Background: an optimization exercise with open tools, aiming at small area, a short achievable clock period and few clock cycles per item. Do not read the settings as production practice. Only simulation tests tie the RTL to the original design; equivalence was not proved. No activity file was given, so power comes from the tool's default toggle rates.

== cedar ==
==> flow/design.v (excerpt) <==
module fc_layer_engine #(
    parameter int N_IN  = 64,
    parameter int N_OUT = 16,
    parameter int DW    = 10,
    parameter int WW    = 9,
    parameter int BW    = 11,
    parameter int ACCW  = 25,
    parameter int OW    = 16,
    parameter int SHIFT = 0
) (
    input  logic                       clk,
    input  logic                       rst_n,
    input  logic                       in_valid,
    input  logic [DW-1:0]              in_data,
    output logic                       in_ready,
    output logic [fc_pkg::idx_w(N_IN)-1:0] w_addr,
    input  logic [N_OUT*WW-1:0]        weight,
    input  logic [N_OUT*BW-1:0]        bias,
    output logic                       out_valid,
    input  logic                       out_ready,
    output logic [OW-1:0]              out_data,
    output logic [fc_pkg::idx_w(N_OUT)-1:0] out_idx,
    output logic                       layer_done
);
export LEC_CHECK = 0
export CAP_MARGIN = 20
export CORE_MARGIN = 2
export CORE_UTILIZATION = 62
export SETUP_SLACK_MARGIN = 5.0
export SLEW_MARGIN = 20
create_clock -name core_clock -period 8.5 [get_ports {clk}]
standard.sh (not shown) runs the stock make flow with config.mk's settings and CLKGATE_MAP_FILE= SYNTH_SCRIPT=/design/flow/synth_recipe.tcl, a recipe that flattens the netlist after the stock synthesis.
==> flow/flow/run.sh <==
#!/bin/bash
# Own layout flow, built on the standard flow (standard.sh):
#  1. the standard synthesis, unchanged (bash standard.sh synth);
#  2. flow/polarity.py re-wires the inverters around full-adder cells in the synthesized
#     netlist (a full adder fed complemented inputs gives complemented outputs), which removes
#     inverters; no flip-flop, port or other cell changes (the original netlist is kept as
#     1_2_yosys.std.v);
#  3. the standard ORFS layout steps (bash standard.sh finish) with the port buffers made of
#     plain buffers and a larger setup-repair margin, so that timing repair keeps working
#     towards a shorter clock period. The clock period and constraints are the design's.
# Each step writes its full output to a log file of its own in this folder.
set -euo pipefail
MARGIN=$(cat flow/margin.txt)
R=orfs/results/${FLOW_PLATFORM:-sky130hd}/fc_layer_engine/base
bash standard.sh synth > synth.log 2>&1
cp "$R/1_2_yosys.v" "$R/1_2_yosys.std.v"
python3 flow/polarity.py "$R/1_2_yosys.std.v" "$R/1_2_yosys.pol.v" > polarity.log 2>&1
mv "$R/1_2_yosys.pol.v" "$R/1_2_yosys.v"
rm -f "$R/1_synth.odb" "$R/1_synth.sdc"
bash standard.sh finish SETUP_SLACK_MARGIN="$MARGIN" \
    BUFFER_PORTS_ARGS="-buffer_cell sky130_fd_sc_hd__buf_1" > layout.log 2>&1
test -f out/final.def
Other scripts of this flow, unchanged in this note and not shown: flow/flow/margin.txt, flow/flow/polarity.py
cedar was carried through to the last stage, and its layout satisfied the timing, DRC and antenna checks.
Testbench counts of cedar, summed over its fixed seeds: cycles 12,440, items 192.
> inputs changed (cedar -> onyx)
--- a/flow/config.mk
+++ b/flow/config.mk
@@ -9,4 +9,6 @@
 export CORE_MARGIN = 2
 export CORE_UTILIZATION = 62
+export CTS_CLUSTER_DIAMETER = 100
+export CTS_CLUSTER_SIZE = 25
 export SETUP_SLACK_MARGIN = 5.0
 export SLEW_MARGIN = 20
Notes after the runs:
- onyx: all stages complete, timing, DRC and antenna checks passed
- cedar: flow completed, timing, DRC and antenna clean
- The sequential cell area was comparable across onyx and cedar.
- More vias were needed by cedar than by onyx.
- Looking only at number of post-CTS setup repair buffers, and setting everything else aside, the higher value of onyx and cedar goes to cedar.
- onyx ends up with a routed wire length that is 1.2% lower than in cedar.
- onyx: count of non-CTS buffers in the layout lower than cedar
- Against cedar, total power in onyx fell by a little under 10%.
Input changes introduced in xenon (baseline for comparison: onyx):
--- a/flow/config.mk
+++ b/flow/config.mk
@@ -8,5 +8,5 @@
 export CAP_MARGIN = 20
 export CORE_MARGIN = 2
-export CORE_UTILIZATION = 62
+export CORE_UTILIZATION = 55
 export CTS_CLUSTER_DIAMETER = 100
 export CTS_CLUSTER_SIZE = 25
Results
Side by side, routed wire length turned out higher in xenon than in onyx.
Across both runs, die outline area was higher for xenon than for onyx.
Clock buffer count (xenon vs. onyx) increases slightly
Of the two values seen for cell with the largest stage delay on the worst path, sky130_fd_sc_hd__fa_1 was produced by xenon and sky130_fd_sc_hd__xor2_1 by onyx.
Summary of the comparison: total power is higher in xenon, relative to onyx.
xenon vs onyx: placement-stage worst setup slack down


Starting RTL as in the previous note.
==> flow/design.v (excerpt) <==
module fc_layer_engine #(
    parameter int N_IN  = 64,
    parameter int N_OUT = 16,
    parameter int DW    = 10,
    parameter int WW    = 9,
    parameter int BW    = 11,
    parameter int ACCW  = 25,
    parameter int OW    = 16,
    parameter int SHIFT = 0
) (
    input  logic                       clk,
    input  logic                       rst_n,
    input  logic                       in_valid,
    input  logic [DW-1:0]              in_data,
    output logic                       in_ready,
    output logic [fc_pkg::idx_w(N_IN)-1:0] w_addr,
    input  logic [N_OUT*WW-1:0]        weight,
    input  logic [N_OUT*BW-1:0]        bias,
    output logic                       out_valid,
    input  logic                       out_ready,
    output logic [OW-1:0]              out_data,
    output logic [fc_pkg::idx_w(N_OUT)-1:0] out_idx,
    output logic                       layer_done
);
clock: 8.5 ns
lec_check: 0
cap_margin: 20
core_margin: 2
core_utilization: 55
setup_slack_margin: 5.0
slew_margin: 20
tns_end_percent: 30
==> flow/flow/margin.txt <==
5.4
Scripts as last shown in full above: flow/flow/run.sh
Other scripts of this flow, unchanged in this note and not shown: flow/flow/polarity.py
Testbench counts at the start, summed over its fixed seeds: cycles 12,440, items 192.
Change:
TNS_END_PERCENT = not set   (was 30)
=> The changed run completed with no timing, DRC or antenna violations. Die area is unchanged. Worst setup slack gets better by 0.059 ns. Wire length stays flat. Total power came out higher by 0.34%. Via count is about the same. Final cell count barely changes.
Change:
==> flow/flow/margin.txt (replaced) <==
5.5
After rerunning: The new run completed without violations. Register-to-register slack got worse by 0.09 ns. Count of clock-buffer cells in the layout climbs by 12. Cell count climbs slightly. Total power climbs by a few percent. Synthesized area stays the same. Non-clock buffer count climbs by 63. Clock power drops slightly. Via count climbs slightly. Utilization climbs by 1.1 points. Die area is unchanged. Worst setup slack got worse by 0.044 ns.

[port drivers added, routing unchanged]
No port has a modelled driver above. Below, the same layouts with a new extraction and two added sets of constraints.
Step 1 (the two cells are an assumption about what drives the block):
set clk [get_ports {clk}]
set_driving_cell -lib_cell sky130_fd_sc_hd__clkbuf_16 $clk
set_driving_cell -lib_cell sky130_fd_sc_hd__buf_2 [delete_from_list [all_inputs] $clk]
Step 2 adds t to the input delays and takes it off the output delays; t is the mean of the earliest and latest rising clock arrival at the registers after step 1. Input paths then give back, and output paths get back, about the clock's delay inside the block.
Slacks: ideal ports / drivers / drivers and shift; pairs: ideal ports / drivers.
run	shift t [ns]	setup WS [ns]	worst setup path at the end
cedar	0.883	5.317 / 5.258 / 4.882	input to register
onyx	0.810	5.314 / 5.302 / 4.906	input to register
xenon	0.845	5.356 / 5.296 / 4.880	input to register
the first run of note 2	0.921	5.278 / 5.211 / 4.912	input to register
the second run of note 2	0.904	5.337 / 5.245 / 4.918	input to register
the third run of note 2	0.909	5.294 / 5.242 / 4.718	input to register
After both steps every run listed still meets setup and hold. For the third run of note 2, which loses most, drivers alone change the setup slack by -0.052 ns; drivers and shift together by -0.576 ns.
